Source: an optimization exercise on an open RTL-to-GDS flow (aim: small area). Production flows keep margins and buffers that such runs may drop. Only simulation tests tie the RTL to the original design; equivalence was not proved. Power is estimated from default activity; no workload was simulated.

===== flow/design.v =====
package peak_pkg;
  typedef logic [31:0] word_t;
  typedef logic [4:0]  reg_num_t;
  localparam logic [6:0] OPC_LUI    = 7'b0110111;
  localparam logic [6:0] OPC_AUIPC  = 7'b0010111;
  localparam logic [6:0] OPC_JAL    = 7'b1101111;
  localparam logic [6:0] OPC_JALR   = 7'b1100111;
  localparam logic [6:0] OPC_BRANCH = 7'b1100011;
  localparam logic [6:0] OPC_LOAD   = 7'b0000011;
  localparam logic [6:0] OPC_STORE  = 7'b0100011;
  localparam logic [6:0] OPC_OP_IMM = 7'b0010011;
  localparam logic [6:0] OPC_OP     = 7'b0110011;
  localparam logic [6:0] OPC_SYSTEM = 7'b1110011;
  localparam logic [7:0] DBG_REG_PAGE = 8'h10;
endpackage
`timescale 1ns/1ps
module peak_decode (
  input  logic [31:0] inst,
  output logic        lui,
  output logic        auipc,
  output logic        jal,
  output logic        jalr,
  output logic        branch,
  output logic        load,
  output logic        store,
  output logic        alu,       
  output logic        use_rs2,   
  output logic        sub,       
  output logic        ebreak,
  output logic        wr_rd      
);
  logic [6:0] opc;
  logic [6:0] f7;
  logic [2:0] f3;
  logic       op_imm_opc;
  logic       op_opc;
  logic       imm_ok;
  logic       reg_ok;
  assign opc = inst[6:0];
  assign f3  = inst[14:12];
  assign f7  = inst[31:25];
  assign op_imm_opc = (opc == peak_pkg::OPC_OP_IMM);
  assign op_opc     = (opc == peak_pkg::OPC_OP);
  assign imm_ok = (f3[1:0] != 2'b01) | (f7 == 7'h00) | ((f7 == 7'h20) & f3[2]);
  assign reg_ok = (f7 == 7'h00) | ((f7 == 7'h20) & ((f3 == 3'b000) | (f3 == 3'b101)));
  assign lui    = (opc == peak_pkg::OPC_LUI);
  assign auipc  = (opc == peak_pkg::OPC_AUIPC);
  assign jal    = (opc == peak_pkg::OPC_JAL);
  assign jalr   = (opc == peak_pkg::OPC_JALR) & (f3 == 3'b000);
  assign branch = (opc == peak_pkg::OPC_BRANCH) & (f3[2:1] != 2'b01);
  assign load   = (opc == peak_pkg::OPC_LOAD) & (f3 != 3'b011) & (f3[2:1] != 2'b11);
  assign store  = (opc == peak_pkg::OPC_STORE) & ~f3[2] & (f3[1:0] != 2'b11);
  assign alu    = (op_imm_opc & imm_ok) | (op_opc & reg_ok);
  assign ebreak = (inst == 32'h0010_0073);
  assign wr_rd  = lui | auipc | jal | jalr | load | alu;
  assign use_rs2 = (inst[5] & inst[4]) | (inst[6] & ~inst[2]);
  assign sub     = (inst[6] & ~inst[2]) |
                   (inst[4] & ~inst[2] & ((f3[2:1] == 2'b01) | (inst[5] & (f3 == 3'b000) & f7[5])));
endmodule
`timescale 1ns/1ps
module peak_alu (
  input  logic [31:0] a,
  input  logic [31:0] b,
  input  logic        sub,
  input  logic [2:0]  f3,
  input  logic        arith,
  output logic [31:0] sum,
  output logic [31:0] res,
  output logic        cond
);
  logic [31:0] bx;
  logic [31:0] p;
  logic [31:0] g;
  logic [31:0] pp;
  logic [31:0] gg;
  logic [32:0] c;
  logic        ltu;
  logic        lt;
  logic        eq;
  logic        left;
  logic [31:0] sh_in;
  logic [31:0] sh_out;
  logic [31:0] sh_res;
  logic        fill;
  assign bx = b ^ {32{sub}};
  assign p  = a ^ bx;
  assign g  = a & bx;
  always_comb begin
    gg    = g;
    pp    = p;
    gg[0] = g[0] | (p[0] & sub);
    for (int i = 1; i <= 5; i++) begin
      for (int j = (1 << i) - 1; j < 32; j += (1 << i)) begin
        gg[j] = gg[j] | (pp[j] & gg[j - (1 << (i - 1))]);
        pp[j] = pp[j] & pp[j - (1 << (i - 1))];
      end
    end
    for (int i = 5; i > 0; i--) begin
      for (int j = (1 << i) + (1 << (i - 1)) - 1; j < 32; j += (1 << i)) begin
        gg[j] = gg[j] | (pp[j] & gg[j - (1 << (i - 1))]);
        pp[j] = pp[j] & pp[j - (1 << (i - 1))];
      end
    end
  end
  assign c   = {gg, sub};
  assign sum = p ^ c[31:0];
  assign ltu = ~c[32];
  assign lt  = (a[31] ^ b[31]) ? a[31] : sum[31];
  assign eq  = &p;
  always_comb begin
    case (f3[2:1])
      2'b00:   cond = eq;
      2'b10:   cond = lt;
      default: cond = ltu;
    endcase
    cond = cond ^ f3[0];
  end
  assign left = ~f3[2];
  assign fill = arith & a[31];
  always_comb begin
    for (int i = 0; i < 32; i++) begin
      sh_in[i] = left ? a[31 - i] : a[i];
    end
  end
  assign sh_out = $signed({fill, sh_in}) >>> b[4:0];
  always_comb begin
    for (int i = 0; i < 32; i++) begin
      sh_res[i] = left ? sh_out[31 - i] : sh_out[i];
    end
  end
  always_comb begin
    case (f3)
      3'b000:  res = sum;
      3'b010:  res = {31'd0, lt};
      3'b011:  res = {31'd0, ltu};
      3'b100:  res = p;
      3'b110:  res = p | g;
      3'b111:  res = g;
      default: res = sh_res;
    endcase
  end
endmodule
`timescale 1ns/1ps
module peak_regfile (
  input  logic        CLK,
  input  logic [4:0]  ra,
  input  logic        ra_en,
  output logic [31:0] ra_val,
  input  logic [4:0]  rb,
  output logic [31:0] rb_val,
  input  logic        we,
  input  logic [4:0]  wa,
  input  logic [31:0] wd
);
  logic [31:0] regs [1:31];
  logic [31:1] sel_a;
  logic [31:1] sel_b;
  logic [31:1] sel_w;
  always_comb begin
    for (int r = 1; r < 32; r++) begin
      sel_a[r] = ra_en & (ra == 5'(r));
      sel_b[r] = (rb == 5'(r));
      sel_w[r] = we & (wa == 5'(r));
    end
  end
  for (genvar r = 1; r < 32; r++) begin : g_reg
    always_ff @(posedge CLK) begin
      if (sel_w[r]) begin
        regs[r] <= wd;
      end
    end
  end
  for (genvar b = 0; b < 32; b++) begin : g_bit
    logic [31:1] col;
    for (genvar r = 1; r < 32; r++) begin : g_col
      assign col[r] = regs[r][b];
    end
    peak_rdsel u_ra (.sel(sel_a), .d(col), .q(ra_val[b]));
    peak_rdsel u_rb (.sel(sel_b), .d(col), .q(rb_val[b]));
  end
endmodule
module peak_rdsel (
  input  logic [31:1] sel,
  input  logic [31:1] d,
  output logic        q
);
  logic [10:0] n;
  for (genvar k = 0; k < 10; k++) begin : g_k
    peak_aoi222 u_aoi (.a(sel[3*k+1 +: 3]), .b(d[3*k+1 +: 3]), .y(n[k]));
  end
  peak_nand2 u_last (.a(sel[31]), .b(d[31]), .y(n[10]));
  peak_nand11 u_or (.n(n), .y(q));
endmodule
module peak_aoi222 (
  input  logic [2:0] a,
  input  logic [2:0] b,
  output logic       y
);
  assign y = ~|(a & b);
endmodule
module peak_nand2 (
  input  logic a,
  input  logic b,
  output logic y
);
  assign y = ~(a & b);
endmodule
module peak_nand11 (
  input  logic [10:0] n,
  output logic        y
);
  assign y = ~&n;
endmodule
`timescale 1ns/1ps
module peak_lsu (
  input  logic [2:0]  f3,
  input  logic        store,
  input  logic [1:0]  lane,
  input  logic [31:0] rs2_val,
  input  logic [31:0] rdata,
  output logic [31:0] wdata,
  output logic [3:0]  wstb,
  output logic [31:0] load_val
);
  logic        byte_op;
  logic        half_op;
  logic [1:0]  ld_lane;
  logic [31:0] shifted;
  logic        sign;
  assign byte_op = (f3[1:0] == 2'b00);
  assign half_op = (f3[1:0] == 2'b01);
  assign wdata[7:0]   = rs2_val[7:0];
  assign wdata[15:8]  = byte_op ? rs2_val[7:0] : rs2_val[15:8];
  assign wdata[23:16] = f3[1] ? rs2_val[23:16] : rs2_val[7:0];
  assign wdata[31:24] = byte_op ? rs2_val[7:0] : (half_op ? rs2_val[15:8] : rs2_val[31:24]);
  always_comb begin
    if (!store) begin
      wstb = 4'b0000;
    end else if (byte_op) begin
      wstb = 4'b0001 << lane;
    end else if (half_op) begin
      wstb = lane[1] ? 4'b1100 : 4'b0011;
    end else begin
      wstb = 4'b1111;
    end
  end
  assign ld_lane = f3[1] ? 2'b00 : lane;
  assign shifted = rdata >> {ld_lane, 3'b000};
  assign sign    = ~f3[2] & (byte_op ? shifted[7] : shifted[15]);
  assign load_val[7:0]   = shifted[7:0];
  assign load_val[15:8]  = byte_op ? {8{sign}} : shifted[15:8];
  assign load_val[31:16] = f3[1] ? shifted[31:16] : {16{sign}};
endmodule
`timescale 1ns/1ps
module peak_sequencer #(
  parameter logic [31:0] START_ADDR = 32'h0000_0000
) (
  input  logic        CLK,
  input  logic        RST_N,
  input  logic        fetch_ready,
  input  logic        ls,
  input  logic        data_ready,
  input  logic        ebreak,
  input  logic        taken,
  input  logic [31:1] target,
  input  logic        halt_req,
  input  logic        resume_req,
  output logic [31:1] pc,
  output logic [31:1] pc_inc,
  output logic        active,
  output logic        halted,
  output logic        resuming,
  output logic        running,
  output logic        retire
);
  typedef enum logic [1:0] {
    S_RESET,
    S_EXEC,
    S_HALT,
    S_RESUME
  } state_e;
  state_e state;
  logic   halt_req_q;
  assign pc_inc   = {pc[31:2] + 30'd1, pc[1]};
  assign active   = (state == S_EXEC);
  assign halted   = (state == S_HALT);
  assign resuming = (state == S_RESUME);
  assign running  = (state == S_RESET) | active;
  assign retire = active & fetch_ready & (~ls | data_ready);
  always_ff @(posedge CLK) begin
    if (!RST_N) begin
      halt_req_q <= 1'b0;
    end else begin
      halt_req_q <= halt_req;
    end
  end
  always_ff @(posedge CLK) begin
    if (!RST_N) begin
      state <= S_RESET;
      pc    <= START_ADDR[31:1];
    end else begin
      if (retire) begin
        pc <= taken ? target : pc_inc;
      end
      case (state)
        S_RESET:  state <= halt_req_q ? S_HALT : S_EXEC;
        S_EXEC: begin
          if (retire && (halt_req_q || ebreak)) begin
            state <= S_HALT;
          end
        end
        S_HALT: begin
          if (resume_req) begin
            state <= S_RESUME;
          end
        end
        default: begin
          if (!resume_req) begin
            state <= S_RESET;
          end
        end
      endcase
    end
  end
endmodule
`timescale 1ns/1ps
module peak_core #(
  parameter logic [31:0] START_ADDR = 32'h0000_0000
) (
  input  logic        CLK,
  input  logic        RST_N,
  output logic        fetch_req_valid,
  output logic [31:0] fetch_req_addr,
  input  logic        fetch_rsp_ready,
  input  logic [31:0] fetch_rsp_rdata,
  output logic        data_req_valid,
  output logic [3:0]  data_req_wstb,
  output logic [31:0] data_req_addr,
  output logic [31:0] data_req_wdata,
  input  logic        data_rsp_ready,
  input  logic [31:0] data_rsp_rdata,
  input  logic        halt_req,
  input  logic        resume_req,
  output logic        halted,
  output logic        resuming,
  output logic        running,
  input  logic        dbg_req_en,
  input  logic        dbg_req_wr,
  input  logic [15:0] dbg_req_addr,
  input  logic [31:0] dbg_req_wdata,
  output logic [31:0] dbg_rdata
);
  logic [31:0] inst;
  logic        lui, auipc, jal, jalr, branch, load, store, alu;
  logic        use_rs2, sub, ebreak, wr_rd;
  logic [31:0] rs1_val;
  logic [31:0] rs2_val;
  logic [31:0] imm;
  logic [31:0] op_b;
  logic [31:0] sum;
  logic [31:0] res;
  logic        cond;
  logic [31:0] pc_imm;
  logic [31:0] pc_sum;
  logic [31:1] pc;
  logic [31:1] pc_inc;
  logic        taken;
  logic [31:1] target;
  logic [31:0] load_val;
  logic        active;
  logic        retire;
  logic        dbg_hit;
  logic        exec;
  logic [31:0] rd_val;
  logic        we;
  logic [4:0]  wa;
  assign inst = fetch_rsp_rdata;
  peak_decode u_decode (
    .inst    (inst),
    .lui     (lui),
    .auipc   (auipc),
    .jal     (jal),
    .jalr    (jalr),
    .branch  (branch),
    .load    (load),
    .store   (store),
    .alu     (alu),
    .use_rs2 (use_rs2),
    .sub     (sub),
    .ebreak  (ebreak),
    .wr_rd   (wr_rd)
  );
  assign dbg_hit = dbg_req_en & halted & (dbg_req_addr[15:8] == peak_pkg::DBG_REG_PAGE);
  peak_regfile u_regfile (
    .CLK    (CLK),
    .ra     (halted ? dbg_req_addr[4:0] : inst[19:15]),
    .ra_en  (~halted | dbg_hit),
    .ra_val (rs1_val),
    .rb     (inst[24:20]),
    .rb_val (rs2_val),
    .we     (we),
    .wa     (wa),
    .wd     (rd_val)
  );
  assign dbg_rdata = {32{halted}} & rs1_val;
  assign imm  = {{21{inst[31]}}, inst[30:25], (store ? inst[11:7] : inst[24:20])};
  assign op_b = use_rs2 ? rs2_val : imm;
  peak_alu u_alu (
    .a     (rs1_val),
    .b     (op_b),
    .sub   (sub),
    .f3    (inst[14:12]),
    .arith (inst[30]),
    .sum   (sum),
    .res   (res),
    .cond  (cond)
  );
  always_comb begin
    if (branch) begin
      pc_imm = {{20{inst[31]}}, inst[7], inst[30:25], inst[11:8], 1'b0};
    end else if (jal) begin
      pc_imm = {{12{inst[31]}}, inst[19:12], inst[20], inst[30:21], 1'b0};
    end else begin
      pc_imm = {inst[31:12], 12'd0};
    end
  end
  assign pc_sum = {pc, 1'b0} + pc_imm;
  assign taken  = (branch & cond) | jal | jalr;
  assign target = jalr ? sum[31:1] : pc_sum[31:1];
  peak_lsu u_lsu (
    .f3       (inst[14:12]),
    .store    (store),
    .lane     (sum[1:0]),
    .rs2_val  (rs2_val),
    .rdata    (data_rsp_rdata),
    .wdata    (data_req_wdata),
    .wstb     (data_req_wstb),
    .load_val (load_val)
  );
  peak_sequencer #(
    .START_ADDR (START_ADDR)
  ) u_sequencer (
    .CLK         (CLK),
    .RST_N       (RST_N),
    .fetch_ready (fetch_rsp_ready),
    .ls          (load | store),
    .data_ready  (data_rsp_ready),
    .ebreak      (ebreak),
    .taken       (taken),
    .target      (target),
    .halt_req    (halt_req),
    .resume_req  (resume_req),
    .pc          (pc),
    .pc_inc      (pc_inc),
    .active      (active),
    .halted      (halted),
    .resuming    (resuming),
    .running     (running),
    .retire      (retire)
  );
  assign fetch_req_valid = active;
  assign fetch_req_addr  = {pc, 1'b0};
  assign data_req_valid  = active & (load | store);
  assign data_req_addr   = sum;
  assign exec   = ~halted;
  assign rd_val = ({32{exec & alu}}          & res) |
                  ({32{exec & load}}         & load_val) |
                  ({32{exec & auipc}}        & pc_sum) |
                  ({32{exec & lui}}          & {inst[31:12], 12'd0}) |
                  ({32{exec & (jal | jalr)}} & {pc_inc, 1'b0}) |
                  ({32{halted}}              & dbg_req_wdata);
  assign we     = (retire & wr_rd) | (dbg_hit & dbg_req_wr);
  assign wa     = halted ? dbg_req_addr[4:0] : inst[11:7];
endmodule
`timescale 1ns/1ps
module peak_top (
  input  logic        CLK,
  input  logic        RST_N,
  output logic        fetch_req_valid,
  output logic [31:0] fetch_req_addr,
  input  logic        fetch_rsp_ready,
  input  logic [31:0] fetch_rsp_rdata,
  output logic        data_req_valid,
  output logic [3:0]  data_req_wstb,
  output logic [31:0] data_req_addr,
  output logic [31:0] data_req_wdata,
  input  logic        data_rsp_ready,
  input  logic [31:0] data_rsp_rdata,
  input  logic        halt_req,
  input  logic        resume_req,
  output logic        halted,
  output logic        resuming,
  output logic        running,
  input  logic        dbg_req_en,
  input  logic        dbg_req_wr,
  input  logic [15:0] dbg_req_addr,
  input  logic [31:0] dbg_req_wdata,
  output logic [31:0] dbg_rdata
);
  peak_core #(
    .START_ADDR (32'h0000_0100)
  ) u_core (
    .CLK             (CLK),
    .RST_N           (RST_N),
    .fetch_req_valid (fetch_req_valid),
    .fetch_req_addr  (fetch_req_addr),
    .fetch_rsp_ready (fetch_rsp_ready),
    .fetch_rsp_rdata (fetch_rsp_rdata),
    .data_req_valid  (data_req_valid),
    .data_req_wstb   (data_req_wstb),
    .data_req_addr   (data_req_addr),
    .data_req_wdata  (data_req_wdata),
    .data_rsp_ready  (data_rsp_ready),
    .data_rsp_rdata  (data_rsp_rdata),
    .halt_req        (halt_req),
    .resume_req      (resume_req),
    .halted          (halted),
    .resuming        (resuming),
    .running         (running),
    .dbg_req_en      (dbg_req_en),
    .dbg_req_wr      (dbg_req_wr),
    .dbg_req_addr    (dbg_req_addr),
    .dbg_req_wdata   (dbg_req_wdata),
    .dbg_rdata       (dbg_rdata)
  );
endmodule

===== flow/run.sh =====
#!/bin/bash
# synth_recipe.tcl (not shown) runs the flow's synth.tcl, then flattens the netlist and writes it again
# the make line also repeats each setting of config.mk as NAME=value (left out here)
make -C /OpenROAD-flow-scripts/flow DESIGN_CONFIG=/design/flow/config.mk WORK_HOME=/design/flow/orfs CLKGATE_MAP_FILE= SYNTH_SCRIPT=/design/flow/synth_recipe.tcl finish

===== flow/config.mk =====
export PLATFORM = sky130hd
export DESIGN_NAME = peak_top
export DESIGN_NICKNAME = peak_top
export VERILOG_FILES = /design/flow/design.v
export SDC_FILE = /design/flow/constraint.sdc
export NUM_CORES = 4
export LEC_CHECK = 0
export ABC_AREA = 0
export CAP_MARGIN = 20
export CORE_MARGIN = 2
export CORE_UTILIZATION = 40
export SLEW_MARGIN = 20
export SYNTH_HIERARCHICAL = 1

===== flow/constraint.sdc =====
create_clock -name core_clock -period 20.0 [get_ports {CLK}]
set_input_delay 4.0000 -clock core_clock [delete_from_list [all_inputs] [get_ports {CLK}]]
set_output_delay 4.0000 -clock core_clock [all_outputs]
set_load 0.01 [all_outputs]

==> summary.txt <==
worst max-delay path, delay by kind of cell:
family	cells	cell delay [ps]
XOR/XNOR	1	490
AND/OR/NAND/NOR	7	4100
buffers and inverters	4	1710
adder cells (fa/ha/maj)	2	890
AO/OA/AOI/OAI	7	1730
layer usage:
metal  track usage (%)  wire length, um  vias to the layer above
met5                 0               57                        -
met4             24.07            20930                        8
met3             11.55            37350                      815
met2             50.44           102700                     4121
met1             42.08            82230                    23008
li1                  -                -                    18753
sequential cells by signal (all words and copies together) (netlist names):
register                       count
u_core.u_regfile.regs            992
u_core.u_sequencer.halt_req_q      1
u_core.u_sequencer.pc             31
u_core.u_sequencer.state           2
through the flow:
stage	hold WS, ps	utilization, %	cell area [sq um]	instances
3_5_place_dp	563.6	45.14	59490	6171
4_1_cts	574.2	47.61	62750	6358
6_report	573.6	47.62	62760	6364
5_1_grt	627.0	47.61	62750	6359
2_1_floorplan	504.2	-	53310	4159
3_3_place_gp	550.6	45.14	59490	6171
cell families after synthesis:
kind of cell               after synthesis
xor gates and xnor gates               108
and+or+nand+nor                       1124
adders and majority gates              118
AOI/OAI and AO/OA                     1304
buffers and inverters                  312
other                                    1
DFF                                   1026
muxes                                  166
worst min-delay path by stage:
stage / from / end / slack, ps
final: u_core.u_sequencer.pc[31] / u_core.u_sequencer.pc[31] / 570
after floorplan: u_core.u_sequencer.state[1] / u_core.u_sequencer.state[1] / 500
after CTS: u_core.u_sequencer.pc[31] / u_core.u_sequencer.pc[31] / 570
after global routing: u_core.u_sequencer.pc[13] / u_core.u_sequencer.pc[13] / 630
after global placement: u_core.u_sequencer.pc[31] / u_core.u_sequencer.pc[31] / 550
after detailed placement: u_core.u_sequencer.pc[31] / u_core.u_sequencer.pc[31] / 560
report_power, final:
| part | switching, W | internal (W) |
|---|---|---|
| registers | 0.00000743 | 0.00248 |
| clock network | 0.000852 | 0.00104 |
| logic | 0.00291 | 0.00143 |
| total | 0.00377 | 0.00495 |
synth_stat cells (8+ instances only):
| cell type | count |
|---|---|
| inv_1 | 119 |
| or2_2 | 9 |
| buf_1 | 16 |
| dfxtp_1 | 34 |
| xnor2_1 | 35 |
| o22ai_1 | 20 |
| a31oi_1 | 25 |
| a22oi_1 | 57 |
| edfxtp_1 | 992 |
| mux2_2 | 41 |
| nand2_1 | 342 |
| a222oi_1 | 662 |
| a22o_1 | 9 |
| o21a_1 | 9 |
| o21ai_0 | 170 |
| fa_1 | 17 |
| nand3_1 | 112 |
| and2_1 | 43 |
| or3_1 | 73 |
| a21o_1 | 48 |
| a221o_1 | 12 |
| nand2b_1 | 28 |
| a221oi_1 | 18 |
| o211ai_1 | 23 |
| nor2b_1 | 20 |
| nor2_1 | 221 |
| xor2_1 | 73 |
| buf_2 | 23 |
| mux4_2 | 52 |
| a211oi_1 | 11 |
| nand4b_1 | 8 |
| nor4_1 | 13 |
| o21ai_2 | 10 |
| and3_1 | 19 |
| nand4_1 | 155 |
| ha_1 | 101 |
| nor3_1 | 34 |
| buf_4 | 12 |
| mux2i_1 | 67 |
| clkbuf_1 | 128 |
| a21oi_1 | 134 |
| o221ai_1 | 24 |
per-module statistics from Yosys (local to each module, per instance), excerpt:
module	area, sq um	flip-flops and latches	copies in the design	cells inside
peak_regfile	30480	992	1	1133
peak_alu	6694	0	1	877
peak_lsu	1250	0	1	159
peak_decode	301.5	0	1	51
peak_nand11	23.77	0	64	4
peak_aoi222	10.01	0	640	1
peak_nand2	3.754	0	64	1
final cells by class:
| type | count | area (sq um) |
|---|---|---|
| clock inverter | 60 | 544.3 |
| antenna | 6 | 15.01 |
| multi-input combinational | 2821 | 22400 |
| sequential | 1026 | 30470 |
| timing repair buffer | 445 | 3961 |
| inverter | 124 | 465.4 |
| fill | 11809 | 69030 |
| tap | 1755 | 2196 |
| clock buffer | 127 | 2710 |
==> run_results.csv <==
group,metric,value,unit
sta,finalCriticalPeriod,16960,ps
placement,dpl.hpwl,154.7,mm
critical_path,rr_worst_depth,33,
logic_synthesis,synth.top_cell.area_share,55.88,%
critical_path,crit_path_max_fanout,18,
clock_network,cts_made_buffers,104,
global_routing,first_global_vias,43355,
critical_path,reg2reg_setup_slack,8940,ps
placement,numPortBuffers,252,
logic_synthesis,synth_seq_cells,1026,
critical_path,startpoint_type,"input pin",
global_routing,grt_max_degree,69,
logic_synthesis,syn_nets,4397,
sta,tns,0,ps
global_routing,overflow,0,
logic_synthesis,synthSimpleGateAreaFrac,10.54,%
logic_synthesis,synth_cells,4159,
logic_synthesis,ys_seq_area_share,57.16,%
sta,timing.fmax,58.96,MHz
route,wl_per_cell,38.22,um
sta,finalWorstSetupSlack,3039,ps
sta,rsz0062_at_grt,"no",
route,vias_per_cell,7.339,
logic_synthesis,synth_edf_count,992,
critical_path,crit_path_start,"dbg_req_addr[11]",
critical_path,cp_slowest_cell,"nor4_1",
critical_path,cpPeakStageDelay,920,ps
placement,gp_congestion,1.052,
sta,hold_viol,0,
die,start_util,40.45,%
route,antenna_left,0,
hold_path,min_path_type,"reg2reg",
global_routing,antenna_found_initial,12,
die,die_w,369.1,um
logic_synthesis,synth-compound-area-share,20.44,%
logic_synthesis,synth_area_leaders,"edfxtp_1, a222oi_1, nand2_1, ha_1, mux4_2",
clock_network,cts_setup_buffers,0,
die,num_rows,133,
logic_synthesis,syn_area,53310,sq um
sta,clock_skew,82.07,ps
die,core_area,131800,sq um
sta,setup_viol_count_final,0,
layout,synthToLayoutAreaGrowth,17.74,%
logic_synthesis,synth-main-ff-cell,"edfxtp_1",
critical_path,r2r-start,"u_core.u_sequencer.state[0]",
sta,timing.final.crit_share,84.80,%
critical_path,crit_path_end,"data_req_addr[29]",
route,drc,0,
clock_network,clock_path_buffers,3,
clock_network,ctsResizeCount,0,
critical_path,reg2reg_to,"u_core.u_sequencer.pc[20]",
placement,post-place-ws,3454,ps
logic_synthesis,synth_xor_area_share,1.774,%
logic_synthesis,ys_warn_count,12,
outcome,outcome,"finished clean",
critical_path,crit_path_end_kind,"primary output",
clock_network,cts-root-buf,"clkbuf_16",
critical_path,cp_cell_sequence,"clkdlybuf4s50_1, or4b_2, nor4_1, nand2b_1, or4b_1, nor2_4, buf_4, a222oi_1, nand4_1, or3_1, inv_1, ha_1, a21o_1, a21o_1, a221o_1, a31o_2, a21bo_2, a211o_1, fa_1, xor2_1, clkdlybuf4s50_1",
logic_synthesis,synth_area_per_cell,12.82,sq um
logic_synthesis,muxShareOfSynthArea,4.617,%
hold_path,whs_path_depth,2,
clock_network,cts_hold_buf,0,
run,cap_violations,0,
pwr,ir_worst_vdd,0.00009588,V
sta,drv_slew,0,
logic_synthesis,synthArstFlopShare,0,%
die,die_h,369.1,um
route,drt_pass1_iterations,14,
clock_network,htreeDepth,3,
sta,max_slew_margin,22.73,%
sta,tightestPinTransition,1158,ps
die,num_io_pins,257,
clock_network,clock_latency,760,ps
critical_path,worstSetupPathType,"in2out",
logic_synthesis,yosys.area_share.adder,3.009,%
layout,drive_gt1_share,13.45,%
layout,final_common_cell,"edfxtp_1",
route,num_vias,46705,
route,drtIter0Drc,11352,
critical_path,crit_required,16000,ps
die,die_area,136200,sq um
clock_network,cts.clk_slew.worst_paths,70,ps
global_routing,grtUsageTotal,34.21,%
critical_path,crit_arrival,12960,ps
pwr,total_power,0.008721,W
layout,fin_nets,4760,
logic_synthesis,synth.distinct_cells,102,
global_routing,grt_pass1_wl,331.0,mm
logic_synthesis,synth_top_family_by_area,"compound AO/OA/AOI/OAI gates",
route,wirelength,243.2,mm
clock_network,cts_tree,"yes",
clock_network,clock-sinks,1026,
layout,final_cell_mix,"edfxtp_1, a222oi_1, nand2_1, clkdlybuf4s50_1, buf_4",
pwr,p_per_area,138.9,nW/um^2
pwr,p_leak,20.95,nW
logic_synthesis,yosys.area.top_type,"edfxtp_1",

port drivers added, routing unchanged:
How much do the figures lean on ideal ports? The routed layout below was timed once more, with nothing changed but the port constraints. Step 1 sets driving cells, clkbuf_16 on the clock port and buf_2 on the other inputs (assumed; they add their load-dependent delay and slew). Step 2 moves the port delays by t, midway between the first and last clock arrival at a register: inputs arrive t later, outputs are due t later. That takes back most of the time a late clock gives input paths. a / b / c = ideal / step 1 / step 2; a / b = the first two.
t (ns): 0.794
slack for setup (ns): 3.039 / 3.015 / 3.015
worst setup path at the end: input to output
clock arrival spread, ns: 0.082 / 0.083
slew at the worst register clock pin (ns): 0.07 / 0.07
After both steps this run still meets setup and hold. The setup slack of this run moves by -0.024 ns with the drivers and by -0.024 ns with both steps.
